Context: an optimization exercise on an open-source flow, tuned for small area. The choices shown serve that exercise and are no tape-out recipe. Where RTL was checked, it was by simulation tests only, not by an equivalence proof against the original. The RTL of run 2 was laid out without a check of its function. No activity file was given, so power comes from the tool's default toggle rates.

==> flow/design.v, too long to show whole: its modules and the start of the top module <==
// module ldpc_cnu_top: 464 lines
// module cnu_oai22: 10 lines
// module cnu_lt5: 13 lines
// module cnu_maj3: 9 lines
module ldpc_cnu_top
(
	input  logic         clk,
	input  logic         rst,
	input  logic         in_valid,
	input  logic [119:0] v2c,
	output logic         out_valid,
	output logic [119:0] c2v
);
  // ...
==> flow/flow/run.sh <==
#!/bin/bash
# Standard ORFS layout with four changes: logic cells are swapped for the
# smallest of their family after floorplan (timing repair later sizes up
# what it needs), ports get the smallest buffer, the clock tree uses
# clkbuf_8 in clusters of up to 18 sinks without dummy loads, and
# non-critical cells are downsized after global routing.
set -euo pipefail
V=(
	"BUFFER_PORTS_ARGS=-buffer_cell sky130_fd_sc_hd__buf_1"
	"CTS_ARGS=-sink_clustering_enable -repair_clock_nets -dont_use_dummy_load -sink_clustering_size 18 -sink_clustering_max_diameter 80 -buf_list {sky130_fd_sc_hd__clkbuf_8}"
	"RECOVER_POWER=100"
)
bash standard.sh "${V[@]}" synth > flow_synth.log 2>&1
bash standard.sh "${V[@]}" floorplan > flow_floorplan.log 2>&1
openroad -no_init -exit flow/downsize.tcl > flow_downsize.log 2>&1
bash standard.sh "${V[@]}" finish > flow_finish.log 2>&1
==> flow/flow/downsize.tcl <==
# Swap every logic cell for the smallest cell of its family; the later
# timing repair (CTS and global route stages) sizes up what timing needs.
set res orfs/results/sky130hd/ldpc_cnu_top/base
read_db $res/2_floorplan.odb
array set m {
  sky130_fd_sc_hd__a2111o_2 sky130_fd_sc_hd__a2111o_1
  sky130_fd_sc_hd__a2111o_4 sky130_fd_sc_hd__a2111o_1
  sky130_fd_sc_hd__a2111oi_1 sky130_fd_sc_hd__a2111oi_0
  sky130_fd_sc_hd__a2111oi_2 sky130_fd_sc_hd__a2111oi_0
  sky130_fd_sc_hd__a2111oi_4 sky130_fd_sc_hd__a2111oi_0
  sky130_fd_sc_hd__a211o_2 sky130_fd_sc_hd__a211o_1
  sky130_fd_sc_hd__a211o_4 sky130_fd_sc_hd__a211o_1
  sky130_fd_sc_hd__a211oi_2 sky130_fd_sc_hd__a211oi_1
  sky130_fd_sc_hd__a211oi_4 sky130_fd_sc_hd__a211oi_1
  sky130_fd_sc_hd__a21bo_4 sky130_fd_sc_hd__a21bo_1
  sky130_fd_sc_hd__a21boi_2 sky130_fd_sc_hd__a21boi_0
  sky130_fd_sc_hd__a21boi_4 sky130_fd_sc_hd__a21boi_0
  sky130_fd_sc_hd__a21o_2 sky130_fd_sc_hd__a21o_1
  sky130_fd_sc_hd__a21o_4 sky130_fd_sc_hd__a21o_1
  sky130_fd_sc_hd__a21oi_2 sky130_fd_sc_hd__a21oi_1
  sky130_fd_sc_hd__a21oi_4 sky130_fd_sc_hd__a21oi_1
  sky130_fd_sc_hd__a221o_2 sky130_fd_sc_hd__a221o_1
  sky130_fd_sc_hd__a221o_4 sky130_fd_sc_hd__a221o_1
  sky130_fd_sc_hd__a221oi_2 sky130_fd_sc_hd__a221oi_1
  sky130_fd_sc_hd__a221oi_4 sky130_fd_sc_hd__a221oi_1
  sky130_fd_sc_hd__a22o_2 sky130_fd_sc_hd__a22o_1
  sky130_fd_sc_hd__a22o_4 sky130_fd_sc_hd__a22o_1
  sky130_fd_sc_hd__a22oi_2 sky130_fd_sc_hd__a22oi_1
  sky130_fd_sc_hd__a22oi_4 sky130_fd_sc_hd__a22oi_1
  sky130_fd_sc_hd__a2bb2o_2 sky130_fd_sc_hd__a2bb2o_1
  sky130_fd_sc_hd__a2bb2o_4 sky130_fd_sc_hd__a2bb2o_1
  sky130_fd_sc_hd__a2bb2oi_2 sky130_fd_sc_hd__a2bb2oi_1
  sky130_fd_sc_hd__a2bb2oi_4 sky130_fd_sc_hd__a2bb2oi_1
  sky130_fd_sc_hd__a311o_2 sky130_fd_sc_hd__a311o_1
  sky130_fd_sc_hd__a311o_4 sky130_fd_sc_hd__a311o_1
  sky130_fd_sc_hd__a311oi_2 sky130_fd_sc_hd__a311oi_1
  sky130_fd_sc_hd__a311oi_4 sky130_fd_sc_hd__a311oi_1
  sky130_fd_sc_hd__a31o_4 sky130_fd_sc_hd__a31o_1
  sky130_fd_sc_hd__a31oi_2 sky130_fd_sc_hd__a31oi_1
  sky130_fd_sc_hd__a31oi_4 sky130_fd_sc_hd__a31oi_1
  sky130_fd_sc_hd__a32o_2 sky130_fd_sc_hd__a32o_1
  sky130_fd_sc_hd__a32o_4 sky130_fd_sc_hd__a32o_1
  sky130_fd_sc_hd__a32oi_2 sky130_fd_sc_hd__a32oi_1
  sky130_fd_sc_hd__a32oi_4 sky130_fd_sc_hd__a32oi_1
  sky130_fd_sc_hd__a41o_2 sky130_fd_sc_hd__a41o_1
  sky130_fd_sc_hd__a41o_4 sky130_fd_sc_hd__a41o_1
  sky130_fd_sc_hd__a41oi_2 sky130_fd_sc_hd__a41oi_1
  sky130_fd_sc_hd__a41oi_4 sky130_fd_sc_hd__a41oi_1
  sky130_fd_sc_hd__and2_2 sky130_fd_sc_hd__and2_0
  sky130_fd_sc_hd__and2_4 sky130_fd_sc_hd__and2_0
  sky130_fd_sc_hd__and2b_2 sky130_fd_sc_hd__and2b_1
  sky130_fd_sc_hd__and2b_4 sky130_fd_sc_hd__and2b_1
  sky130_fd_sc_hd__and3_2 sky130_fd_sc_hd__and3_1
  sky130_fd_sc_hd__and3_4 sky130_fd_sc_hd__and3_1
  sky130_fd_sc_hd__and3b_2 sky130_fd_sc_hd__and3b_1
  sky130_fd_sc_hd__and3b_4 sky130_fd_sc_hd__and3b_1
  sky130_fd_sc_hd__and4_2 sky130_fd_sc_hd__and4_1
  sky130_fd_sc_hd__and4_4 sky130_fd_sc_hd__and4_1
  sky130_fd_sc_hd__and4b_2 sky130_fd_sc_hd__and4b_1
  sky130_fd_sc_hd__and4b_4 sky130_fd_sc_hd__and4b_1
  sky130_fd_sc_hd__and4bb_4 sky130_fd_sc_hd__and4bb_1
  sky130_fd_sc_hd__bufbuf_16 sky130_fd_sc_hd__bufbuf_8
  sky130_fd_sc_hd__fa_2 sky130_fd_sc_hd__fa_1
  sky130_fd_sc_hd__fa_4 sky130_fd_sc_hd__fa_1
  sky130_fd_sc_hd__ha_2 sky130_fd_sc_hd__ha_1
  sky130_fd_sc_hd__ha_4 sky130_fd_sc_hd__ha_1
  sky130_fd_sc_hd__inv_12 sky130_fd_sc_hd__inv_1
  sky130_fd_sc_hd__inv_16 sky130_fd_sc_hd__inv_1
  sky130_fd_sc_hd__inv_4 sky130_fd_sc_hd__inv_1
  sky130_fd_sc_hd__inv_6 sky130_fd_sc_hd__inv_1
  sky130_fd_sc_hd__inv_8 sky130_fd_sc_hd__inv_1
  sky130_fd_sc_hd__maj3_2 sky130_fd_sc_hd__maj3_1
  sky130_fd_sc_hd__maj3_4 sky130_fd_sc_hd__maj3_1
  sky130_fd_sc_hd__mux2_4 sky130_fd_sc_hd__mux2_1
  sky130_fd_sc_hd__mux2_8 sky130_fd_sc_hd__mux2_1
  sky130_fd_sc_hd__mux2i_2 sky130_fd_sc_hd__mux2i_1
  sky130_fd_sc_hd__mux2i_4 sky130_fd_sc_hd__mux2i_1
  sky130_fd_sc_hd__mux4_1 sky130_fd_sc_hd__mux4_2
  sky130_fd_sc_hd__mux4_4 sky130_fd_sc_hd__mux4_2
  sky130_fd_sc_hd__nand2_2 sky130_fd_sc_hd__nand2_1
  sky130_fd_sc_hd__nand2_4 sky130_fd_sc_hd__nand2_1
  sky130_fd_sc_hd__nand2_8 sky130_fd_sc_hd__nand2_1
  sky130_fd_sc_hd__nand2b_2 sky130_fd_sc_hd__nand2b_1
  sky130_fd_sc_hd__nand2b_4 sky130_fd_sc_hd__nand2b_1
  sky130_fd_sc_hd__nand3_2 sky130_fd_sc_hd__nand3_1
  sky130_fd_sc_hd__nand3_4 sky130_fd_sc_hd__nand3_1
  sky130_fd_sc_hd__nand3b_2 sky130_fd_sc_hd__nand3b_1
  sky130_fd_sc_hd__nand3b_4 sky130_fd_sc_hd__nand3b_1
  sky130_fd_sc_hd__nand4_2 sky130_fd_sc_hd__nand4_1
  sky130_fd_sc_hd__nand4_4 sky130_fd_sc_hd__nand4_1
  sky130_fd_sc_hd__nand4b_2 sky130_fd_sc_hd__nand4b_1
  sky130_fd_sc_hd__nand4b_4 sky130_fd_sc_hd__nand4b_1
  sky130_fd_sc_hd__nand4bb_2 sky130_fd_sc_hd__nand4bb_1
  sky130_fd_sc_hd__nand4bb_4 sky130_fd_sc_hd__nand4bb_1
  sky130_fd_sc_hd__nor2_2 sky130_fd_sc_hd__nor2_1
  sky130_fd_sc_hd__nor2_4 sky130_fd_sc_hd__nor2_1
  sky130_fd_sc_hd__nor2_8 sky130_fd_sc_hd__nor2_1
  sky130_fd_sc_hd__nor2b_2 sky130_fd_sc_hd__nor2b_1
  sky130_fd_sc_hd__nor2b_4 sky130_fd_sc_hd__nor2b_1
  sky130_fd_sc_hd__nor3_2 sky130_fd_sc_hd__nor3_1
  sky130_fd_sc_hd__nor3_4 sky130_fd_sc_hd__nor3_1
  sky130_fd_sc_hd__nor3b_2 sky130_fd_sc_hd__nor3b_1
  sky130_fd_sc_hd__nor3b_4 sky130_fd_sc_hd__nor3b_1
  sky130_fd_sc_hd__nor4_2 sky130_fd_sc_hd__nor4_1
  sky130_fd_sc_hd__nor4_4 sky130_fd_sc_hd__nor4_1
  sky130_fd_sc_hd__nor4b_2 sky130_fd_sc_hd__nor4b_1
  sky130_fd_sc_hd__nor4b_4 sky130_fd_sc_hd__nor4b_1
  sky130_fd_sc_hd__nor4bb_2 sky130_fd_sc_hd__nor4bb_1
  sky130_fd_sc_hd__nor4bb_4 sky130_fd_sc_hd__nor4bb_1
  sky130_fd_sc_hd__o2111a_2 sky130_fd_sc_hd__o2111a_1
  sky130_fd_sc_hd__o2111a_4 sky130_fd_sc_hd__o2111a_1
  sky130_fd_sc_hd__o2111ai_2 sky130_fd_sc_hd__o2111ai_1
  sky130_fd_sc_hd__o2111ai_4 sky130_fd_sc_hd__o2111ai_1
  sky130_fd_sc_hd__o211a_4 sky130_fd_sc_hd__o211a_1
  sky130_fd_sc_hd__o211ai_2 sky130_fd_sc_hd__o211ai_1
  sky130_fd_sc_hd__o211ai_4 sky130_fd_sc_hd__o211ai_1
  sky130_fd_sc_hd__o21a_2 sky130_fd_sc_hd__o21a_1
  sky130_fd_sc_hd__o21a_4 sky130_fd_sc_hd__o21a_1
  sky130_fd_sc_hd__o21ai_2 sky130_fd_sc_hd__o21ai_0
  sky130_fd_sc_hd__o21ai_4 sky130_fd_sc_hd__o21ai_0
  sky130_fd_sc_hd__o21ba_4 sky130_fd_sc_hd__o21ba_1
  sky130_fd_sc_hd__o21bai_2 sky130_fd_sc_hd__o21bai_1
  sky130_fd_sc_hd__o21bai_4 sky130_fd_sc_hd__o21bai_1
  sky130_fd_sc_hd__o221a_4 sky130_fd_sc_hd__o221a_1
  sky130_fd_sc_hd__o221ai_2 sky130_fd_sc_hd__o221ai_1
  sky130_fd_sc_hd__o221ai_4 sky130_fd_sc_hd__o221ai_1
  sky130_fd_sc_hd__o22a_2 sky130_fd_sc_hd__o22a_1
  sky130_fd_sc_hd__o22a_4 sky130_fd_sc_hd__o22a_1
  sky130_fd_sc_hd__o22ai_2 sky130_fd_sc_hd__o22ai_1
  sky130_fd_sc_hd__o22ai_4 sky130_fd_sc_hd__o22ai_1
  sky130_fd_sc_hd__o2bb2a_2 sky130_fd_sc_hd__o2bb2a_1
  sky130_fd_sc_hd__o2bb2a_4 sky130_fd_sc_hd__o2bb2a_1
  sky130_fd_sc_hd__o2bb2ai_2 sky130_fd_sc_hd__o2bb2ai_1
  sky130_fd_sc_hd__o2bb2ai_4 sky130_fd_sc_hd__o2bb2ai_1
  sky130_fd_sc_hd__o311a_2 sky130_fd_sc_hd__o311a_1
  sky130_fd_sc_hd__o311a_4 sky130_fd_sc_hd__o311a_1
  sky130_fd_sc_hd__o311ai_2 sky130_fd_sc_hd__o311ai_0
  sky130_fd_sc_hd__o311ai_4 sky130_fd_sc_hd__o311ai_0
  sky130_fd_sc_hd__o31a_2 sky130_fd_sc_hd__o31a_1
  sky130_fd_sc_hd__o31a_4 sky130_fd_sc_hd__o31a_1
  sky130_fd_sc_hd__o31ai_2 sky130_fd_sc_hd__o31ai_1
  sky130_fd_sc_hd__o31ai_4 sky130_fd_sc_hd__o31ai_1
  sky130_fd_sc_hd__o32a_2 sky130_fd_sc_hd__o32a_1
  sky130_fd_sc_hd__o32a_4 sky130_fd_sc_hd__o32a_1
  sky130_fd_sc_hd__o32ai_2 sky130_fd_sc_hd__o32ai_1
  sky130_fd_sc_hd__o32ai_4 sky130_fd_sc_hd__o32ai_1
  sky130_fd_sc_hd__o41a_2 sky130_fd_sc_hd__o41a_1
  sky130_fd_sc_hd__o41a_4 sky130_fd_sc_hd__o41a_1
  sky130_fd_sc_hd__o41ai_2 sky130_fd_sc_hd__o41ai_1
  sky130_fd_sc_hd__o41ai_4 sky130_fd_sc_hd__o41ai_1
  sky130_fd_sc_hd__or2_4 sky130_fd_sc_hd__or2_0
  sky130_fd_sc_hd__or2b_2 sky130_fd_sc_hd__or2b_1
  sky130_fd_sc_hd__or2b_4 sky130_fd_sc_hd__or2b_1
  sky130_fd_sc_hd__or3_2 sky130_fd_sc_hd__or3_1
  sky130_fd_sc_hd__or3_4 sky130_fd_sc_hd__or3_1
  sky130_fd_sc_hd__or3b_4 sky130_fd_sc_hd__or3b_1
  sky130_fd_sc_hd__or4_2 sky130_fd_sc_hd__or4_1
  sky130_fd_sc_hd__or4_4 sky130_fd_sc_hd__or4_1
  sky130_fd_sc_hd__or4b_4 sky130_fd_sc_hd__or4b_1
  sky130_fd_sc_hd__or4bb_2 sky130_fd_sc_hd__or4bb_1
  sky130_fd_sc_hd__or4bb_4 sky130_fd_sc_hd__or4bb_1
  sky130_fd_sc_hd__xnor2_2 sky130_fd_sc_hd__xnor2_1
  sky130_fd_sc_hd__xnor2_4 sky130_fd_sc_hd__xnor2_1
  sky130_fd_sc_hd__xnor3_2 sky130_fd_sc_hd__xnor3_1
  sky130_fd_sc_hd__xnor3_4 sky130_fd_sc_hd__xnor3_1
  sky130_fd_sc_hd__xor2_2 sky130_fd_sc_hd__xor2_1
  sky130_fd_sc_hd__xor2_4 sky130_fd_sc_hd__xor2_1
  sky130_fd_sc_hd__xor3_2 sky130_fd_sc_hd__xor3_1
  sky130_fd_sc_hd__xor3_4 sky130_fd_sc_hd__xor3_1
}
set db [ord::get_db]
set n 0
foreach inst [[ord::get_db_block] getInsts] {
	set master [[$inst getMaster] getName]
	if {[info exists m($master)]} {
		$inst swapMaster [$db findMaster $m($master)]
		incr n
	}
}
puts "downsized $n instances"
write_db $res/2_floorplan.odb
==> flow/standard.sh <==
#!/bin/bash
# synth_recipe.tcl (not shown) runs the flow's synth.tcl, then flattens the netlist and writes it again
# the make line also repeats each setting of config.mk as NAME=value (left out here)
make -C /OpenROAD-flow-scripts/flow DESIGN_CONFIG=/design/flow/config.mk WORK_HOME=/design/flow/orfs CLKGATE_MAP_FILE= SYNTH_SCRIPT=/design/flow/synth_recipe.tcl "${@:-finish}"
==> flow/config.mk <==
export PLATFORM = sky130hd
export DESIGN_NAME = ldpc_cnu_top
export DESIGN_NICKNAME = ldpc_cnu_top
export VERILOG_FILES = /design/flow/design.v
export SDC_FILE = /design/flow/constraint.sdc
export NUM_CORES = 4
export LEC_CHECK = 0
export CAP_MARGIN = 20
export CORE_MARGIN = 2
export CORE_UTILIZATION = 60
export GPL_TIMING_DRIVEN = 0
export SLEW_MARGIN = 20
export SYNTH_HIERARCHICAL = 1
==> flow/constraint.sdc <==
create_clock -name core_clock -period 3.3 [get_ports {clk}]
set_input_delay 0.6600 -clock core_clock [delete_from_list [all_inputs] [get_ports {clk}]]
set_output_delay 0.6600 -clock core_clock [all_outputs]
set_load 0.01 [all_outputs]
==> impl_metrics.csv, run 1 <==
group,metric,value,unit
timing,finalHoldViolCount,0,
critical_path,r2r_slack,0.10,ns
detailed_routing,wl_met1,10700,µm
global_route,antenna_found_initial,0,
global_route,grt_util_met2,40.0,%
placement,dp_hpwl,19200,µm
timing,rsz0062_at_grt,"false",
job,maxCapViolations,0,
critical_path,startpoint,"r1_m1_1[0]$_DFF_P_",
final_layout,final_cell_mix,"dfxtp_1, buf_1, o22ai_1, maj3_1, inv_1",
final_layout,seq_area,6060,µm²
clock_tree,cts_resized,26,
detailed_routing,drc,0,
global_route,grt_pass1_wl,40700,µm
pwr,power.leakage,0.00527,µW
logic_synthesis,synth.most_common_cell,"dfxtp_1",
logic_synthesis,synth_cells,1210,
logic_synthesis,synth_top_family_by_area,"adder cells",
clock_tree,cts-root-buf,"clkbuf_8",
detailed_routing,ant_nets,0,
critical_path,crit_path_end_kind,"flop",
clock_tree,cts_tree,"yes",
pwr,powerSeq,5780,µW
final_layout,fill_cells,1596,
final_layout,diodes,0,
critical_path,r2r_end,"r2_wb[3]$_DFF_P_",
critical_path,path_depth,10,
placement,io_buffers,243,
final_layout,final-clk-cell-share,2.04,%
final_layout,drive_gt1_share,4.47,%
final_layout,final.clkbuf_count,20,
status,status,"timing/DRC/antenna clean",
hold_path,hold_class,"flop to flop",
==> inputs of run 2 (changes only) <==
--- a/flow/design.v
+++ b/flow/design.v
@@ -64,119 +64,149 @@
 	wire [4:0] m13 = v2c[82:78];
 	wire [4:0] m14 = v2c[88:84];
 	wire [4:0] m15 = v2c[94:90];
 	wire [4:0] m16 = v2c[100:96];
 	wire [4:0] m17 = v2c[106:102];
 	wire [4:0] m18 = v2c[112:108];
 	wire [4:0] m19 = v2c[118:114];
 	wire g0_b0_1;
-	cnu_lt5 u_g0_b0_1 (.an(m1_n), .b(m0), .y(g0_b0_1));
+	wire g0_c0_1 = ~(m1[0] | m0_n[0]);
+	cnu_lt5c u_g0_b0_1 (.an(m1_n[4:1]), .b(m0[4:1]), .c0(g0_c0_1), .y(g0_b0_1));
 	wire g0_b0_2;
-	cnu_lt5 u_g0_b0_2 (.an(m2_n), .b(m0), .y(g0_b0_2));
+	wire g0_c0_2 = ~(m2[0] | m0_n[0]);
+	cnu_lt5c u_g0_b0_2 (.an(m2_n[4:1]), .b(m0[4:1]), .c0(g0_c0_2), .y(g0_b0_2));
 	wire g0_b0_3;
-	cnu_lt5 u_g0_b0_3 (.an(m3_n), .b(m0), .y(g0_b0_3));
+	wire g0_c0_3 = ~(m3[0] | m0_n[0]);
+	cnu_lt5c u_g0_b0_3 (.an(m3_n[4:1]), .b(m0[4:1]), .c0(g0_c0_3), .y(g0_b0_3));
 	wire g0_b1_2;
-	cnu_lt5 u_g0_b1_2 (.an(m2_n), .b(m1), .y(g0_b1_2));
+	wire g0_c1_2 = ~(m2[0] | m1_n[0]);
+	cnu_lt5c u_g0_b1_2 (.an(m2_n[4:1]), .b(m1[4:1]), .c0(g0_c1_2), .y(g0_b1_2));
 	wire g0_b1_3;
-	cnu_lt5 u_g0_b1_3 (.an(m3_n), .b(m1), .y(g0_b1_3));
+	wire g0_c1_3 = ~(m3[0] | m1_n[0]);
+	cnu_lt5c u_g0_b1_3 (.an(m3_n[4:1]), .b(m1[4:1]), .c0(g0_c1_3), .y(g0_b1_3));
 	wire g0_b2_3;
-	cnu_lt5 u_g0_b2_3 (.an(m3_n), .b(m2), .y(g0_b2_3));
+	wire g0_c2_3 = ~(m3[0] | m2_n[0]);
+	cnu_lt5c u_g0_b2_3 (.an(m3_n[4:1]), .b(m2[4:1]), .c0(g0_c2_3), .y(g0_b2_3));
 	wire g0_s0_0 = ~(g0_b0_1 | g0_b0_2 | g0_b0_3);
 	wire g0_s1_0 = (g0_b0_1 | g0_b0_2 | g0_b0_3) & ~((g0_b0_1 & g0_b0_2) | (g0_b0_1 & g0_b0_3) | (g0_b0_2 & g0_b0_3));
 	wire g0_s0_1 = ~(~g0_b0_1 | g0_b1_2 | g0_b1_3);
 	wire g0_s1_1 = (~g0_b0_1 | g0_b1_2 | g0_b1_3) & ~((~g0_b0_1 & g0_b1_2) | (~g0_b0_1 & g0_b1_3) | (g0_b1_2 & g0_b1_3));
 	wire g0_s0_2 = ~(~g0_b0_2 | ~g0_b1_2 | g0_b2_3);
 	wire g0_s1_2 = (~g0_b0_2 | ~g0_b1_2 | g0_b2_3) & ~((~g0_b0_2 & ~g0_b1_2) | (~g0_b0_2 & g0_b2_3) | (~g0_b1_2 & g0_b2_3));
 	wire g0_s0_3 = ~(~g0_b0_3 | ~g0_b1_3 | ~g0_b2_3);
 	wire g0_s1_3 = (~g0_b0_3 | ~g0_b1_3 | ~g0_b2_3) & ~((~g0_b0_3 & ~g0_b1_3) | (~g0_b0_3 & ~g0_b2_3) | (~g0_b1_3 & ~g0_b2_3));
 	wire [4:0] g0_m1 = (m0 | ~{5{g0_s0_0}}) & (m1 | ~{5{g0_s0_1}}) & (m2 | ~{5{g0_s0_2}}) & (m3 | ~{5{g0_s0_3}});
 	wire [4:0] g0_m2 = (m0 | ~{5{g0_s1_0}}) & (m1 | ~{5{g0_s1_1}}) & (m2 | ~{5{g0_s1_2}}) & (m3 | ~{5{g0_s1_3}});
 	wire [1:0] g0_ix = (2'd0 | ~{2{g0_s0_0}}) & (2'd1 | ~{2{g0_s0_1}}) & (2'd2 | ~{2{g0_s0_2}}) & (2'd3 | ~{2{g0_s0_3}});
 	wire g1_b0_1;
-	cnu_lt5 u_g1_b0_1 (.an(m5_n), .b(m4), .y(g1_b0_1));
+	wire g1_c0_1 = ~(m5[0] | m4_n[0]);
+	cnu_lt5c u_g1_b0_1 (.an(m5_n[4:1]), .b(m4[4:1]), .c0(g1_c0_1), .y(g1_b0_1));
 	wire g1_b0_2;
-	cnu_lt5 u_g1_b0_2 (.an(m6_n), .b(m4), .y(g1_b0_2));
+	wire g1_c0_2 = ~(m6[0] | m4_n[0]);
+	cnu_lt5c u_g1_b0_2 (.an(m6_n[4:1]), .b(m4[4:1]), .c0(g1_c0_2), .y(g1_b0_2));
 	wire g1_b0_3;
-	cnu_lt5 u_g1_b0_3 (.an(m7_n), .b(m4), .y(g1_b0_3));
+	wire g1_c0_3 = ~(m7[0] | m4_n[0]);
+	cnu_lt5c u_g1_b0_3 (.an(m7_n[4:1]), .b(m4[4:1]), .c0(g1_c0_3), .y(g1_b0_3));
 	wire g1_b1_2;
-	cnu_lt5 u_g1_b1_2 (.an(m6_n), .b(m5), .y(g1_b1_2));
+	wire g1_c1_2 = ~(m6[0] | m5_n[0]);
+	cnu_lt5c u_g1_b1_2 (.an(m6_n[4:1]), .b(m5[4:1]), .c0(g1_c1_2), .y(g1_b1_2));
 	wire g1_b1_3;
-	cnu_lt5 u_g1_b1_3 (.an(m7_n), .b(m5), .y(g1_b1_3));
+	wire g1_c1_3 = ~(m7[0] | m5_n[0]);
+	cnu_lt5c u_g1_b1_3 (.an(m7_n[4:1]), .b(m5[4:1]), .c0(g1_c1_3), .y(g1_b1_3));
 	wire g1_b2_3;
-	cnu_lt5 u_g1_b2_3 (.an(m7_n), .b(m6), .y(g1_b2_3));
+	wire g1_c2_3 = ~(m7[0] | m6_n[0]);
+	cnu_lt5c u_g1_b2_3 (.an(m7_n[4:1]), .b(m6[4:1]), .c0(g1_c2_3), .y(g1_b2_3));
 	wire g1_s0_0 = ~(g1_b0_1 | g1_b0_2 | g1_b0_3);
 	wire g1_s1_0 = (g1_b0_1 | g1_b0_2 | g1_b0_3) & ~((g1_b0_1 & g1_b0_2) | (g1_b0_1 & g1_b0_3) | (g1_b0_2 & g1_b0_3));
 	wire g1_s0_1 = ~(~g1_b0_1 | g1_b1_2 | g1_b1_3);
 	wire g1_s1_1 = (~g1_b0_1 | g1_b1_2 | g1_b1_3) & ~((~g1_b0_1 & g1_b1_2) | (~g1_b0_1 & g1_b1_3) | (g1_b1_2 & g1_b1_3));
 	wire g1_s0_2 = ~(~g1_b0_2 | ~g1_b1_2 | g1_b2_3);
 	wire g1_s1_2 = (~g1_b0_2 | ~g1_b1_2 | g1_b2_3) & ~((~g1_b0_2 & ~g1_b1_2) | (~g1_b0_2 & g1_b2_3) | (~g1_b1_2 & g1_b2_3));
 	wire g1_s0_3 = ~(~g1_b0_3 | ~g1_b1_3 | ~g1_b2_3);
 	wire g1_s1_3 = (~g1_b0_3 | ~g1_b1_3 | ~g1_b2_3) & ~((~g1_b0_3 & ~g1_b1_3) | (~g1_b0_3 & ~g1_b2_3) | (~g1_b1_3 & ~g1_b2_3));
 	wire [4:0] g1_m1 = (m4 | ~{5{g1_s0_0}}) & (m5 | ~{5{g1_s0_1}}) & (m6 | ~{5{g1_s0_2}}) & (m7 | ~{5{g1_s0_3}});
 	wire [4:0] g1_m2 = (m4 | ~{5{g1_s1_0}}) & (m5 | ~{5{g1_s1_1}}) & (m6 | ~{5{g1_s1_2}}) & (m7 | ~{5{g1_s1_3}});
 	wire [1:0] g1_ix = (2'd0 | ~{2{g1_s0_0}}) & (2'd1 | ~{2{g1_s0_1}}) & (2'd2 | ~{2{g1_s0_2}}) & (2'd3 | ~{2{g1_s0_3}});
 	wire g2_b0_1;
-	cnu_lt5 u_g2_b0_1 (.an(m9_n), .b(m8), .y(g2_b0_1));
+	wire g2_c0_1 = ~(m9[0] | m8_n[0]);
+	cnu_lt5c u_g2_b0_1 (.an(m9_n[4:1]), .b(m8[4:1]), .c0(g2_c0_1), .y(g2_b0_1));
 	wire g2_b0_2;
-	cnu_lt5 u_g2_b0_2 (.an(m10_n), .b(m8), .y(g2_b0_2));
+	wire g2_c0_2 = ~(m10[0] | m8_n[0]);
+	cnu_lt5c u_g2_b0_2 (.an(m10_n[4:1]), .b(m8[4:1]), .c0(g2_c0_2), .y(g2_b0_2));
 	wire g2_b0_3;
-	cnu_lt5 u_g2_b0_3 (.an(m11_n), .b(m8), .y(g2_b0_3));
+	wire g2_c0_3 = ~(m11[0] | m8_n[0]);
+	cnu_lt5c u_g2_b0_3 (.an(m11_n[4:1]), .b(m8[4:1]), .c0(g2_c0_3), .y(g2_b0_3));
 	wire g2_b1_2;
-	cnu_lt5 u_g2_b1_2 (.an(m10_n), .b(m9), .y(g2_b1_2));
+	wire g2_c1_2 = ~(m10[0] | m9_n[0]);
+	cnu_lt5c u_g2_b1_2 (.an(m10_n[4:1]), .b(m9[4:1]), .c0(g2_c1_2), .y(g2_b1_2));
 	wire g2_b1_3;
-	cnu_lt5 u_g2_b1_3 (.an(m11_n), .b(m9), .y(g2_b1_3));
+	wire g2_c1_3 = ~(m11[0] | m9_n[0]);
+	cnu_lt5c u_g2_b1_3 (.an(m11_n[4:1]), .b(m9[4:1]), .c0(g2_c1_3), .y(g2_b1_3));
 	wire g2_b2_3;
-	cnu_lt5 u_g2_b2_3 (.an(m11_n), .b(m10), .y(g2_b2_3));
+	wire g2_c2_3 = ~(m11[0] | m10_n[0]);
+	cnu_lt5c u_g2_b2_3 (.an(m11_n[4:1]), .b(m10[4:1]), .c0(g2_c2_3), .y(g2_b2_3));
 	wire g2_s0_0 = ~(g2_b0_1 | g2_b0_2 | g2_b0_3);
 	wire g2_s1_0 = (g2_b0_1 | g2_b0_2 | g2_b0_3) & ~((g2_b0_1 & g2_b0_2) | (g2_b0_1 & g2_b0_3) | (g2_b0_2 & g2_b0_3));
 	wire g2_s0_1 = ~(~g2_b0_1 | g2_b1_2 | g2_b1_3);
 	wire g2_s1_1 = (~g2_b0_1 | g2_b1_2 | g2_b1_3) & ~((~g2_b0_1 & g2_b1_2) | (~g2_b0_1 & g2_b1_3) | (g2_b1_2 & g2_b1_3));
 	wire g2_s0_2 = ~(~g2_b0_2 | ~g2_b1_2 | g2_b2_3);
 	wire g2_s1_2 = (~g2_b0_2 | ~g2_b1_2 | g2_b2_3) & ~((~g2_b0_2 & ~g2_b1_2) | (~g2_b0_2 & g2_b2_3) | (~g2_b1_2 & g2_b2_3));
 	wire g2_s0_3 = ~(~g2_b0_3 | ~g2_b1_3 | ~g2_b2_3);
 	wire g2_s1_3 = (~g2_b0_3 | ~g2_b1_3 | ~g2_b2_3) & ~((~g2_b0_3 & ~g2_b1_3) | (~g2_b0_3 & ~g2_b2_3) | (~g2_b1_3 & ~g2_b2_3));
 	wire [4:0] g2_m1 = (m8 | ~{5{g2_s0_0}}) & (m9 | ~{5{g2_s0_1}}) & (m10 | ~{5{g2_s0_2}}) & (m11 | ~{5{g2_s0_3}});
 	wire [4:0] g2_m2 = (m8 | ~{5{g2_s1_0}}) & (m9 | ~{5{g2_s1_1}}) & (m10 | ~{5{g2_s1_2}}) & (m11 | ~{5{g2_s1_3}});
 	wire [1:0] g2_ix = (2'd0 | ~{2{g2_s0_0}}) & (2'd1 | ~{2{g2_s0_1}}) & (2'd2 | ~{2{g2_s0_2}}) & (2'd3 | ~{2{g2_s0_3}});
 	wire g3_b0_1;
-	cnu_lt5 u_g3_b0_1 (.an(m13_n), .b(m12), .y(g3_b0_1));
+	wire g3_c0_1 = ~(m13[0] | m12_n[0]);
+	cnu_lt5c u_g3_b0_1 (.an(m13_n[4:1]), .b(m12[4:1]), .c0(g3_c0_1), .y(g3_b0_1));
 	wire g3_b0_2;
-	cnu_lt5 u_g3_b0_2 (.an(m14_n), .b(m12), .y(g3_b0_2));
+	wire g3_c0_2 = ~(m14[0] | m12_n[0]);
+	cnu_lt5c u_g3_b0_2 (.an(m14_n[4:1]), .b(m12[4:1]), .c0(g3_c0_2), .y(g3_b0_2));
 	wire g3_b0_3;
-	cnu_lt5 u_g3_b0_3 (.an(m15_n), .b(m12), .y(g3_b0_3));
+	wire g3_c0_3 = ~(m15[0] | m12_n[0]);
+	cnu_lt5c u_g3_b0_3 (.an(m15_n[4:1]), .b(m12[4:1]), .c0(g3_c0_3), .y(g3_b0_3));
 	wire g3_b1_2;
-	cnu_lt5 u_g3_b1_2 (.an(m14_n), .b(m13), .y(g3_b1_2));
+	wire g3_c1_2 = ~(m14[0] | m13_n[0]);
+	cnu_lt5c u_g3_b1_2 (.an(m14_n[4:1]), .b(m13[4:1]), .c0(g3_c1_2), .y(g3_b1_2));
 	wire g3_b1_3;
-	cnu_lt5 u_g3_b1_3 (.an(m15_n), .b(m13), .y(g3_b1_3));
+	wire g3_c1_3 = ~(m15[0] | m13_n[0]);
+	cnu_lt5c u_g3_b1_3 (.an(m15_n[4:1]), .b(m13[4:1]), .c0(g3_c1_3), .y(g3_b1_3));
 	wire g3_b2_3;
-	cnu_lt5 u_g3_b2_3 (.an(m15_n), .b(m14), .y(g3_b2_3));
+	wire g3_c2_3 = ~(m15[0] | m14_n[0]);
+	cnu_lt5c u_g3_b2_3 (.an(m15_n[4:1]), .b(m14[4:1]), .c0(g3_c2_3), .y(g3_b2_3));
 	wire g3_s0_0 = ~(g3_b0_1 | g3_b0_2 | g3_b0_3);
 	wire g3_s1_0 = (g3_b0_1 | g3_b0_2 | g3_b0_3) & ~((g3_b0_1 & g3_b0_2) | (g3_b0_1 & g3_b0_3) | (g3_b0_2 & g3_b0_3));
 	wire g3_s0_1 = ~(~g3_b0_1 | g3_b1_2 | g3_b1_3);
 	wire g3_s1_1 = (~g3_b0_1 | g3_b1_2 | g3_b1_3) & ~((~g3_b0_1 & g3_b1_2) | (~g3_b0_1 & g3_b1_3) | (g3_b1_2 & g3_b1_3));
 	wire g3_s0_2 = ~(~g3_b0_2 | ~g3_b1_2 | g3_b2_3);
 	wire g3_s1_2 = (~g3_b0_2 | ~g3_b1_2 | g3_b2_3) & ~((~g3_b0_2 & ~g3_b1_2) | (~g3_b0_2 & g3_b2_3) | (~g3_b1_2 & g3_b2_3));
 	wire g3_s0_3 = ~(~g3_b0_3 | ~g3_b1_3 | ~g3_b2_3);
 	wire g3_s1_3 = (~g3_b0_3 | ~g3_b1_3 | ~g3_b2_3) & ~((~g3_b0_3 & ~g3_b1_3) | (~g3_b0_3 & ~g3_b2_3) | (~g3_b1_3 & ~g3_b2_3));
 	wire [4:0] g3_m1 = (m12 | ~{5{g3_s0_0}}) & (m13 | ~{5{g3_s0_1}}) & (m14 | ~{5{g3_s0_2}}) & (m15 | ~{5{g3_s0_3}});
 	wire [4:0] g3_m2 = (m12 | ~{5{g3_s1_0}}) & (m13 | ~{5{g3_s1_1}}) & (m14 | ~{5{g3_s1_2}}) & (m15 | ~{5{g3_s1_3}});
 	wire [1:0] g3_ix = (2'd0 | ~{2{g3_s0_0}}) & (2'd1 | ~{2{g3_s0_1}}) & (2'd2 | ~{2{g3_s0_2}}) & (2'd3 | ~{2{g3_s0_3}});
 	wire g4_b0_1;
-	cnu_lt5 u_g4_b0_1 (.an(m17_n), .b(m16), .y(g4_b0_1));
+	wire g4_c0_1 = ~(m17[0] | m16_n[0]);
+	cnu_lt5c u_g4_b0_1 (.an(m17_n[4:1]), .b(m16[4:1]), .c0(g4_c0_1), .y(g4_b0_1));
 	wire g4_b0_2;
-	cnu_lt5 u_g4_b0_2 (.an(m18_n), .b(m16), .y(g4_b0_2));
+	wire g4_c0_2 = ~(m18[0] | m16_n[0]);
+	cnu_lt5c u_g4_b0_2 (.an(m18_n[4:1]), .b(m16[4:1]), .c0(g4_c0_2), .y(g4_b0_2));
 	wire g4_b0_3;
-	cnu_lt5 u_g4_b0_3 (.an(m19_n), .b(m16), .y(g4_b0_3));
+	wire g4_c0_3 = ~(m19[0] | m16_n[0]);
+	cnu_lt5c u_g4_b0_3 (.an(m19_n[4:1]), .b(m16[4:1]), .c0(g4_c0_3), .y(g4_b0_3));
 	wire g4_b1_2;
-	cnu_lt5 u_g4_b1_2 (.an(m18_n), .b(m17), .y(g4_b1_2));
+	wire g4_c1_2 = ~(m18[0] | m17_n[0]);
+	cnu_lt5c u_g4_b1_2 (.an(m18_n[4:1]), .b(m17[4:1]), .c0(g4_c1_2), .y(g4_b1_2));
 	wire g4_b1_3;
-	cnu_lt5 u_g4_b1_3 (.an(m19_n), .b(m17), .y(g4_b1_3));
+	wire g4_c1_3 = ~(m19[0] | m17_n[0]);
+	cnu_lt5c u_g4_b1_3 (.an(m19_n[4:1]), .b(m17[4:1]), .c0(g4_c1_3), .y(g4_b1_3));
 	wire g4_b2_3;
-	cnu_lt5 u_g4_b2_3 (.an(m19_n), .b(m18), .y(g4_b2_3));
+	wire g4_c2_3 = ~(m19[0] | m18_n[0]);
+	cnu_lt5c u_g4_b2_3 (.an(m19_n[4:1]), .b(m18[4:1]), .c0(g4_c2_3), .y(g4_b2_3));
 	wire g4_s0_0 = ~(g4_b0_1 | g4_b0_2 | g4_b0_3);
 	wire g4_s1_0 = (g4_b0_1 | g4_b0_2 | g4_b0_3) & ~((g4_b0_1 & g4_b0_2) | (g4_b0_1 & g4_b0_3) | (g4_b0_2 & g4_b0_3));
 	wire g4_s0_1 = ~(~g4_b0_1 | g4_b1_2 | g4_b1_3);
 	wire g4_s1_1 = (~g4_b0_1 | g4_b1_2 | g4_b1_3) & ~((~g4_b0_1 & g4_b1_2) | (~g4_b0_1 & g4_b1_3) | (g4_b1_2 & g4_b1_3));
 	wire g4_s0_2 = ~(~g4_b0_2 | ~g4_b1_2 | g4_b2_3);
 	wire g4_s1_2 = (~g4_b0_2 | ~g4_b1_2 | g4_b2_3) & ~((~g4_b0_2 & ~g4_b1_2) | (~g4_b0_2 & g4_b2_3) | (~g4_b1_2 & g4_b2_3));
 	wire g4_s0_3 = ~(~g4_b0_3 | ~g4_b1_3 | ~g4_b2_3);
 	wire g4_s1_3 = (~g4_b0_3 | ~g4_b1_3 | ~g4_b2_3) & ~((~g4_b0_3 & ~g4_b1_3) | (~g4_b0_3 & ~g4_b2_3) | (~g4_b1_3 & ~g4_b2_3));
@@ -211,35 +241,45 @@
 		r1_m1_3 <= g3_m1;
 		r1_m2_3 <= g3_m2;
 		r1_ix_3 <= g3_ix;
 		r1_m1_4 <= g4_m1;
 		r1_m2_4 <= g4_m2;
 		r1_ix_4 <= g4_ix;
 	end
 	wire t_b0_1;
-	cnu_lt5 u_t_b0_1 (.an(r1_m1_1_n), .b(r1_m1_0), .y(t_b0_1));
+	wire t_c0_1 = ~(r1_m1_1[0] | r1_m1_0_n[0]);
+	cnu_lt5c u_t_b0_1 (.an(r1_m1_1_n[4:1]), .b(r1_m1_0[4:1]), .c0(t_c0_1), .y(t_b0_1));
 	wire t_b0_2;
-	cnu_lt5 u_t_b0_2 (.an(r1_m1_2_n), .b(r1_m1_0), .y(t_b0_2));
+	wire t_c0_2 = ~(r1_m1_2[0] | r1_m1_0_n[0]);
+	cnu_lt5c u_t_b0_2 (.an(r1_m1_2_n[4:1]), .b(r1_m1_0[4:1]), .c0(t_c0_2), .y(t_b0_2));
 	wire t_b0_3;
-	cnu_lt5 u_t_b0_3 (.an(r1_m1_3_n), .b(r1_m1_0), .y(t_b0_3));
+	wire t_c0_3 = ~(r1_m1_3[0] | r1_m1_0_n[0]);
+	cnu_lt5c u_t_b0_3 (.an(r1_m1_3_n[4:1]), .b(r1_m1_0[4:1]), .c0(t_c0_3), .y(t_b0_3));
 	wire t_b0_4;
-	cnu_lt5 u_t_b0_4 (.an(r1_m1_4_n), .b(r1_m1_0), .y(t_b0_4));
+	wire t_c0_4 = ~(r1_m1_4[0] | r1_m1_0_n[0]);
+	cnu_lt5c u_t_b0_4 (.an(r1_m1_4_n[4:1]), .b(r1_m1_0[4:1]), .c0(t_c0_4), .y(t_b0_4));
 	wire t_b1_2;
-	cnu_lt5 u_t_b1_2 (.an(r1_m1_2_n), .b(r1_m1_1), .y(t_b1_2));
+	wire t_c1_2 = ~(r1_m1_2[0] | r1_m1_1_n[0]);
+	cnu_lt5c u_t_b1_2 (.an(r1_m1_2_n[4:1]), .b(r1_m1_1[4:1]), .c0(t_c1_2), .y(t_b1_2));
 	wire t_b1_3;
-	cnu_lt5 u_t_b1_3 (.an(r1_m1_3_n), .b(r1_m1_1), .y(t_b1_3));
+	wire t_c1_3 = ~(r1_m1_3[0] | r1_m1_1_n[0]);
+	cnu_lt5c u_t_b1_3 (.an(r1_m1_3_n[4:1]), .b(r1_m1_1[4:1]), .c0(t_c1_3), .y(t_b1_3));
 	wire t_b1_4;
-	cnu_lt5 u_t_b1_4 (.an(r1_m1_4_n), .b(r1_m1_1), .y(t_b1_4));
+	wire t_c1_4 = ~(r1_m1_4[0] | r1_m1_1_n[0]);
+	cnu_lt5c u_t_b1_4 (.an(r1_m1_4_n[4:1]), .b(r1_m1_1[4:1]), .c0(t_c1_4), .y(t_b1_4));
 	wire t_b2_3;
-	cnu_lt5 u_t_b2_3 (.an(r1_m1_3_n), .b(r1_m1_2), .y(t_b2_3));
+	wire t_c2_3 = ~(r1_m1_3[0] | r1_m1_2_n[0]);
+	cnu_lt5c u_t_b2_3 (.an(r1_m1_3_n[4:1]), .b(r1_m1_2[4:1]), .c0(t_c2_3), .y(t_b2_3));
 	wire t_b2_4;
-	cnu_lt5 u_t_b2_4 (.an(r1_m1_4_n), .b(r1_m1_2), .y(t_b2_4));
+	wire t_c2_4 = ~(r1_m1_4[0] | r1_m1_2_n[0]);
+	cnu_lt5c u_t_b2_4 (.an(r1_m1_4_n[4:1]), .b(r1_m1_2[4:1]), .c0(t_c2_4), .y(t_b2_4));
 	wire t_b3_4;
-	cnu_lt5 u_t_b3_4 (.an(r1_m1_4_n), .b(r1_m1_3), .y(t_b3_4));
+	wire t_c3_4 = ~(r1_m1_4[0] | r1_m1_3_n[0]);
+	cnu_lt5c u_t_b3_4 (.an(r1_m1_4_n[4:1]), .b(r1_m1_3[4:1]), .c0(t_c3_4), .y(t_b3_4));
 	wire t_s0_0 = ~(t_b0_1 | t_b0_2 | t_b0_3 | t_b0_4);
 	wire t_s1_0 = (t_b0_1 | t_b0_2 | t_b0_3 | t_b0_4) & ~((t_b0_1 & t_b0_2) | (t_b0_1 & t_b0_3) | (t_b0_1 & t_b0_4) | (t_b0_2 & t_b0_3) | (t_b0_2 & t_b0_4) | (t_b0_3 & t_b0_4));
 	wire t_s0_1 = ~(~t_b0_1 | t_b1_2 | t_b1_3 | t_b1_4);
 	wire t_s1_1 = (~t_b0_1 | t_b1_2 | t_b1_3 | t_b1_4) & ~((~t_b0_1 & t_b1_2) | (~t_b0_1 & t_b1_3) | (~t_b0_1 & t_b1_4) | (t_b1_2 & t_b1_3) | (t_b1_2 & t_b1_4) | (t_b1_3 & t_b1_4));
 	wire t_s0_2 = ~(~t_b0_2 | ~t_b1_2 | t_b2_3 | t_b2_4);
 	wire t_s1_2 = (~t_b0_2 | ~t_b1_2 | t_b2_3 | t_b2_4) & ~((~t_b0_2 & ~t_b1_2) | (~t_b0_2 & t_b2_3) | (~t_b0_2 & t_b2_4) | (~t_b1_2 & t_b2_3) | (~t_b1_2 & t_b2_4) | (t_b2_3 & t_b2_4));
 	wire t_s0_3 = ~(~t_b0_3 | ~t_b1_3 | ~t_b2_3 | t_b3_4);
 	wire t_s1_3 = (~t_b0_3 | ~t_b1_3 | ~t_b2_3 | t_b3_4) & ~((~t_b0_3 & ~t_b1_3) | (~t_b0_3 & ~t_b2_3) | (~t_b0_3 & t_b3_4) | (~t_b1_3 & ~t_b2_3) | (~t_b1_3 & t_b3_4) | (~t_b2_3 & t_b3_4));
@@ -260,17 +300,18 @@
 		r2_sgn <= s1_sgn;
 		r2_m1 <= t_m1;
 		r2_wb <= t_wb;
 		r2_ra <= t_ra;
 		r2_lx <= t_lx;
 		r2_gx <= t_gx;
 	end
 	wire u_c;
-	cnu_lt5 u_u_c (.an(r2_ra_n), .b(r2_wb), .y(u_c));
+	wire u_c0 = ~(r2_ra[0] | r2_wb_n[0]);
+	cnu_lt5c u_u_c (.an(r2_ra_n[4:1]), .b(r2_wb[4:1]), .c0(u_c0), .y(u_c));
 	wire [4:0] u_m2 = u_c ? r2_ra : r2_wb;
 	logic [19:0] q_sgn [5];
 	logic [4:0]  q_m1 [5];
 	logic [4:0]  q_m2 [5];
 	logic [1:0]  q_lx [5];
 	logic [2:0]  q_gx [5];
 	always_ff @(posedge clk) begin
 		q_sgn[0] <= r2_sgn;
@@ -441,55 +482,63 @@
 	assign c2v[119] = q_sgn[4][19];
 	wire o_s19 = (q_gx[4] == 3'd4) & (q_lx[4] == 2'd3);
 	wire o_n19 = ~o_s19;
 	cnu_oai22 u_o19_0 (.a1(o_n19), .a2(q_m2[4][0]), .b1(o_s19), .b2(q_m1[4][0]), .y(c2v[114]));
 	cnu_oai22 u_o19_1 (.a1(o_n19), .a2(q_m2[4][1]), .b1(o_s19), .b2(q_m1[4][1]), .y(c2v[115]));
 	cnu_oai22 u_o19_2 (.a1(o_n19), .a2(q_m2[4][2]), .b1(o_s19), .b2(q_m1[4][2]), .y(c2v[116]));
 	cnu_oai22 u_o19_3 (.a1(o_n19), .a2(q_m2[4][3]), .b1(o_s19), .b2(q_m1[4][3]), .y(c2v[117]));
 	cnu_oai22 u_o19_4 (.a1(o_n19), .a2(q_m2[4][4]), .b1(o_s19), .b2(q_m1[4][4]), .y(c2v[118]));
+	wire [4:0] m0_n = ~m0;
 	wire [4:0] m1_n = ~m1;
 	wire [4:0] m2_n = ~m2;
 	wire [4:0] m3_n = ~m3;
+	wire [4:0] m4_n = ~m4;
 	wire [4:0] m5_n = ~m5;
 	wire [4:0] m6_n = ~m6;
 	wire [4:0] m7_n = ~m7;
+	wire [4:0] m8_n = ~m8;
 	wire [4:0] m9_n = ~m9;
 	wire [4:0] m10_n = ~m10;
 	wire [4:0] m11_n = ~m11;
+	wire [4:0] m12_n = ~m12;
 	wire [4:0] m13_n = ~m13;
 	wire [4:0] m14_n = ~m14;
 	wire [4:0] m15_n = ~m15;
+	wire [4:0] m16_n = ~m16;
 	wire [4:0] m17_n = ~m17;
 	wire [4:0] m18_n = ~m18;
 	wire [4:0] m19_n = ~m19;
+	wire [4:0] r1_m1_0_n = ~r1_m1_0;
 	wire [4:0] r1_m1_1_n = ~r1_m1_1;
 	wire [4:0] r1_m1_2_n = ~r1_m1_2;
 	wire [4:0] r1_m1_3_n = ~r1_m1_3;
 	wire [4:0] r1_m1_4_n = ~r1_m1_4;
+	wire [4:0] r2_wb_n = ~r2_wb;
 	wire [4:0] r2_ra_n = ~r2_ra;
 endmodule
 module cnu_oai22
 (
 	input  logic a1,
 	input  logic a2,
 	input  logic b1,
 	input  logic b2,
 	output logic y
 );
 	assign y = ~((a1 | a2) & (b1 | b2));
 endmodule
-module cnu_lt5
+module cnu_lt5c
 (
-	input  logic [4:0] an,
-	input  logic [4:0] b,
+	input  logic [4:1] an,
+	input  logic [4:1] b,
+	input  logic       c0,
 	output logic       y
 );
 	logic [4:0] c;
-	assign c[0] = an[0] & b[0];
+	assign c[0] = c0;
 	for (genvar k = 1; k < 5; k++) begin : g_bit
 		cnu_maj3 u_maj (.a(an[k]), .b(b[k]), .c(c[k-1]), .y(c[k]));
 	end
 	assign y = c[4];
 endmodule
 module cnu_maj3
 (
 	input  logic a,
==> impl_metrics.csv, run 2 <==
group,metric,value,unit
status,status,"timing/DRC/antenna clean",
logic_synthesis,yosys.area_share.simple,10.1,%
critical_path,crit_type,"flop to flop",
floorplanning,start_util,61.3,%
global_route,antenna_found_initial,0,
critical_path,cp.required,3.67,ns
timing,holdWs,0.282,ns
logic_synthesis,synth_edf_count,0,
final_layout,layout.nets,1571,
hold_path,hp-start,"q_m2[1][3]$_DFF_P_",
timing,post-route-period-util,98.5,%
clock_tree,clk_pin_slew_worst_paths,0.10,ns
clock_tree,cts_sinks,302,
logic_synthesis,muxShareOfSynthArea,0.420,%
clock_tree,insertion_delay,0.54,ns
critical_path,crit_path_frequent_cell,"maj3_1",
final_layout,seq_area,6050,µm²
logic_synthesis,async_reset_ff_share,0,%
final_layout,stdcell_count,1711,
final_layout,largest_reg_flops,100,
logic_synthesis,ys_top_cells_by_count,"dfxtp_1, o22ai_1, maj3_2",
critical_path,reg2reg_from,"r1_m1_0[0]$_DFF_P_",
final_layout,largest-register,"q_sgn",
logic_synthesis,synth_top_area_share,50.7,%
global_route,grt.overflow.total,0,
critical_path,r2r_end,"r2_wb[2]$_DFF_P_",
logic_synthesis,synth_top_family_by_area,"adder cells",
logic_synthesis,synthAdderAreaFrac,15.5,%
logic_synthesis,synth_cells,1184,
logic_synthesis,synth_nets,1307,
timing,clock_skew,0.0621,ns
clock_tree,cts-root-buf,"clkbuf_8",
logic_synthesis,yosysTopAreaCell,"dfxtp_1",
final_layout,diodes,0,
logic_synthesis,synth.most_common_cell,"dfxtp_1",
timing,postLayoutSetupSlackWorst,0.0511,ns
detailed_routing,drtIter0Drc,640,
clock_tree,cts_buffer_depth,3,
timing,setup_viol,0,
timing,fin_crit,3.25,ns
placement,dp_worst_setup_slack,-0.474,ns
critical_path,r2r_cells,9,
timing,relSlewSlack,42.2,%
final_layout,reg_top3,"q_sgn: 100 flops, q_m1: 25 flops, q_m2: 25 flops",
logic_synthesis,netlist_top_cells_area,"dfxtp_1, maj3_2, o22ai_1",
hold_path,hold_depth,0,
logic_synthesis,syn-cell-area,11900,µm²
logic_synthesis,synth-main-ff-cell,"dfxtp_1",
logic_synthesis,synth.distinct_cells,35,
logic_synthesis,syn_avg_cell_area,10.1,µm²
logic_synthesis,ys_ff_latch,302,
hold_path,hold_path_end,"q_m2[2][3]$_DFF_P_",
final_layout,final_cell_mix,"dfxtp_1, buf_1, o22ai_1, maj3_1, inv_1",
clock_tree,cts_tree,"yes",
pwr,power.leakage,0.00508,µW
critical_path,critPathSlowestCell,"or4_4",
timing,tightest_slew,0.868,ns
critical_path,crit_fanout,10,
timing,final_max_slew_viol_count,0,
global_route,grt_pass1_wl,41700,µm
critical_path,crit_path_end_kind,"flop",
critical_path,slowest_delay,0.59,ns
detailed_routing,dr.pass1.iters,7,
detailed_routing,drc,0,
detailed_routing,viasPerCell,5.68,
final_layout,design_area,13300,µm²
placement,dp.cells,1692,
timing,max_freq,0.308,GHz
floorplanning,die-height,145,µm
global_route,grt_usage,23.5,%
job,maxCapViolations,0,
logic_synthesis,synth_xor_area_share,4.81,%
logic_synthesis,synth_seq_area_share,50.7,%
critical_path,cp.arrival,3.62,ns
detailed_routing,ant_nets,0,
detailed_routing,vias,9726,
logic_synthesis,synth-compound-area-share,14.2,%
logic_synthesis,yosys_warnings,17,
floorplanning,rows,51,
timing,finalHoldViolCount,0,
floorplanning,num_io_pins,244,
global_route,grt_max_degree,21,
detailed_routing,routed_wl,26300,µm
critical_path,start_kind,"flop",
final_layout,drive_gt1_share,4.15,%
hold_path,hold_class,"flop to flop",
floorplanning,design.core.area,19500,µm²
pwr,powerDensity,774,nW/µm²
critical_path,path_cells,"nor2b_1 -> maj3_1 -> maj3_1 -> maj3_1 -> maj3_2 -> or4_4 -> clkbuf_8 -> o22ai_2 -> nor3_1",
clock_tree,htree_levels,1,
final_layout,area_delta_synth_final,11.8,%
final_layout,final_common_cell,"dfxtp_1",
floorplanning,die_w,145,µm
global_route,grt_pass1_vias,8721,
detailed_routing,wire_per_inst,15.4,µm
placement,gp_congestion,0.952,
placement,postPlaceCellArea,13000,µm²
final_layout,fill_cells,1679,
placement,dp_hpwl,19800,µm
clock_tree,ctsHoldBuffers,0,
final_layout,multiInputGateArea,5220,µm²
placement,io_buffers,243,
pwr,ir_drop,0.322,mV
clock_tree,cts_buffers,20,
floorplanning,dieArea,21000,µm²
critical_path,r2r_slack,0.05,ns
[run 2: Yosys stat by module (local to each module, per instance), a selection]
| module | area, µm² | cells |
|---|---|---|
| cnu_oai22 | 6.26 | 1 |
| ldpc_cnu_top | 9450 | 920 |
| cnu_maj3 | 11.3 | 1 |
[run 2: timing repair]
item	CTS	global route
pin swaps	0	7
setup endpoints to repair	18	16
buffers inserted	0	6
gates cloned	0	0
endpoints found under the hold margin	0	0
resized for setup	28	11
[run 2: worst max-delay path by stage]
| stage | endpoint | cells past startpoint | from |
|---|---|---|---|
| 6_report | r2_wb[2]$_DFF_P_ | 9 | r1_m1_0[0]$_DFF_P_ |
| 5_1_grt | r2_wb[2]$_DFF_P_ | 9 | r1_m1_0[0]$_DFF_P_ |
| 4_1_cts | r2_lx[0]$_DFF_P_ | 9 | r1_m1_0[0]$_DFF_P_ |
| 3_5_place_dp | r2_lx[0]$_DFF_P_ | 11 | r1_m1_0[0]$_DFF_P_ |
| 3_3_place_gp | r2_lx[0]$_DFF_P_ | 10 | r1_m1_2[0]$_DFF_P_ |
| 2_1_floorplan | r2_gx[1]$_DFF_P_ | 10 | r1_m1_1[0]$_DFF_P_ |
[run 2: kinds of logic (layout without fill, tap and decap cells)]
logic type      Yosys count  in the layout
mux                       5              5
buf+inv                 133            395
flops                   302            302
simple gates            238            238
xor+xnor                 63             63
fa+ha+maj               164            164
compound gates          279            279
[run 2: power by group]
part           switching (µW)  internal, µW  leakage (µW)
sequential                668          5110       0.00252
combinational            1760          1270       0.00241
clock                     960           548      0.000144
[run 2: layout make-up]
type	count	area share, %
buffer	21	0.742
clock buffer	20	2.07
timing repair buffer	249	7.15
multi-input combinational	749	39.2
tap	265	2.49
sequential	302	45.4
inverter	105	2.96
[run 2: layer usage]
metal | share of wire, % | vias to the layer above | global-route usage (%)
met5 | 0 | - | 0
met4 | 3.4 | 0 | 9.11
met3 | 7.0 | 80 | 2.99
met2 | 48 | 492 | 42.2
met1 | 41 | 4416 | 28.8
li1 | - | 4738 | -
[run 2: through the flow]
step                      utilization [%]  setup TNS, ns  power (µW)
after global placement               66.6         -11.09        8720
after global routing                 68.5       -0.00216       10900
after detailed placement             66.6         -12.02        8820
after CTS                            68.2       -0.00425       10400
after floorplan                         -              0        7820
final                                68.5              0       10300
[run 2: worst max-delay path, delay by kind of cell, from the launching register on]
family | cells | cell delay, ns
compound gates | 1 | 0.21
fa+ha+maj | 4 | 1.45
buf+inv | 1 | 0.21
simple gates | 3 | 0.83
flops | 1 | 0.37

-- port drivers added, routing unchanged --
The results above use ideal ports. As a check the final layouts listed here were re-extracted and re-timed, cells and wires unchanged. Step 1 assumes that a clkbuf_16 drives the clock port and a buf_2 every other input. Step 2, shift: input delay + t, output delay - t, t = (earliest + latest rising clock arrival at the registers) / 2. This alone moves slack from input paths to output paths. Slacks: no drivers / after step 1 / after step 2; pairs: no drivers / after step 1.
run	t (ns)	slack for setup (ns)	hold slack, ns	slew at the worst register clock pin (ns)	cell pins on the clock port's net
run 1	0.547	0.104 / 0.104 / -0.384	0.302 / 0.302 / 0.302	0.11 / 0.11	1
run 2	0.548	0.051 / 0.051 / -0.336	0.282 / 0.282 / 0.282	0.10 / 0.10	1
With both steps, setup timing fails in run 1 and run 2, where it was met with ideal ports. The setup slack of run 1, which loses most, moves by 0.000 ns with the drivers and by -0.488 ns with both steps.
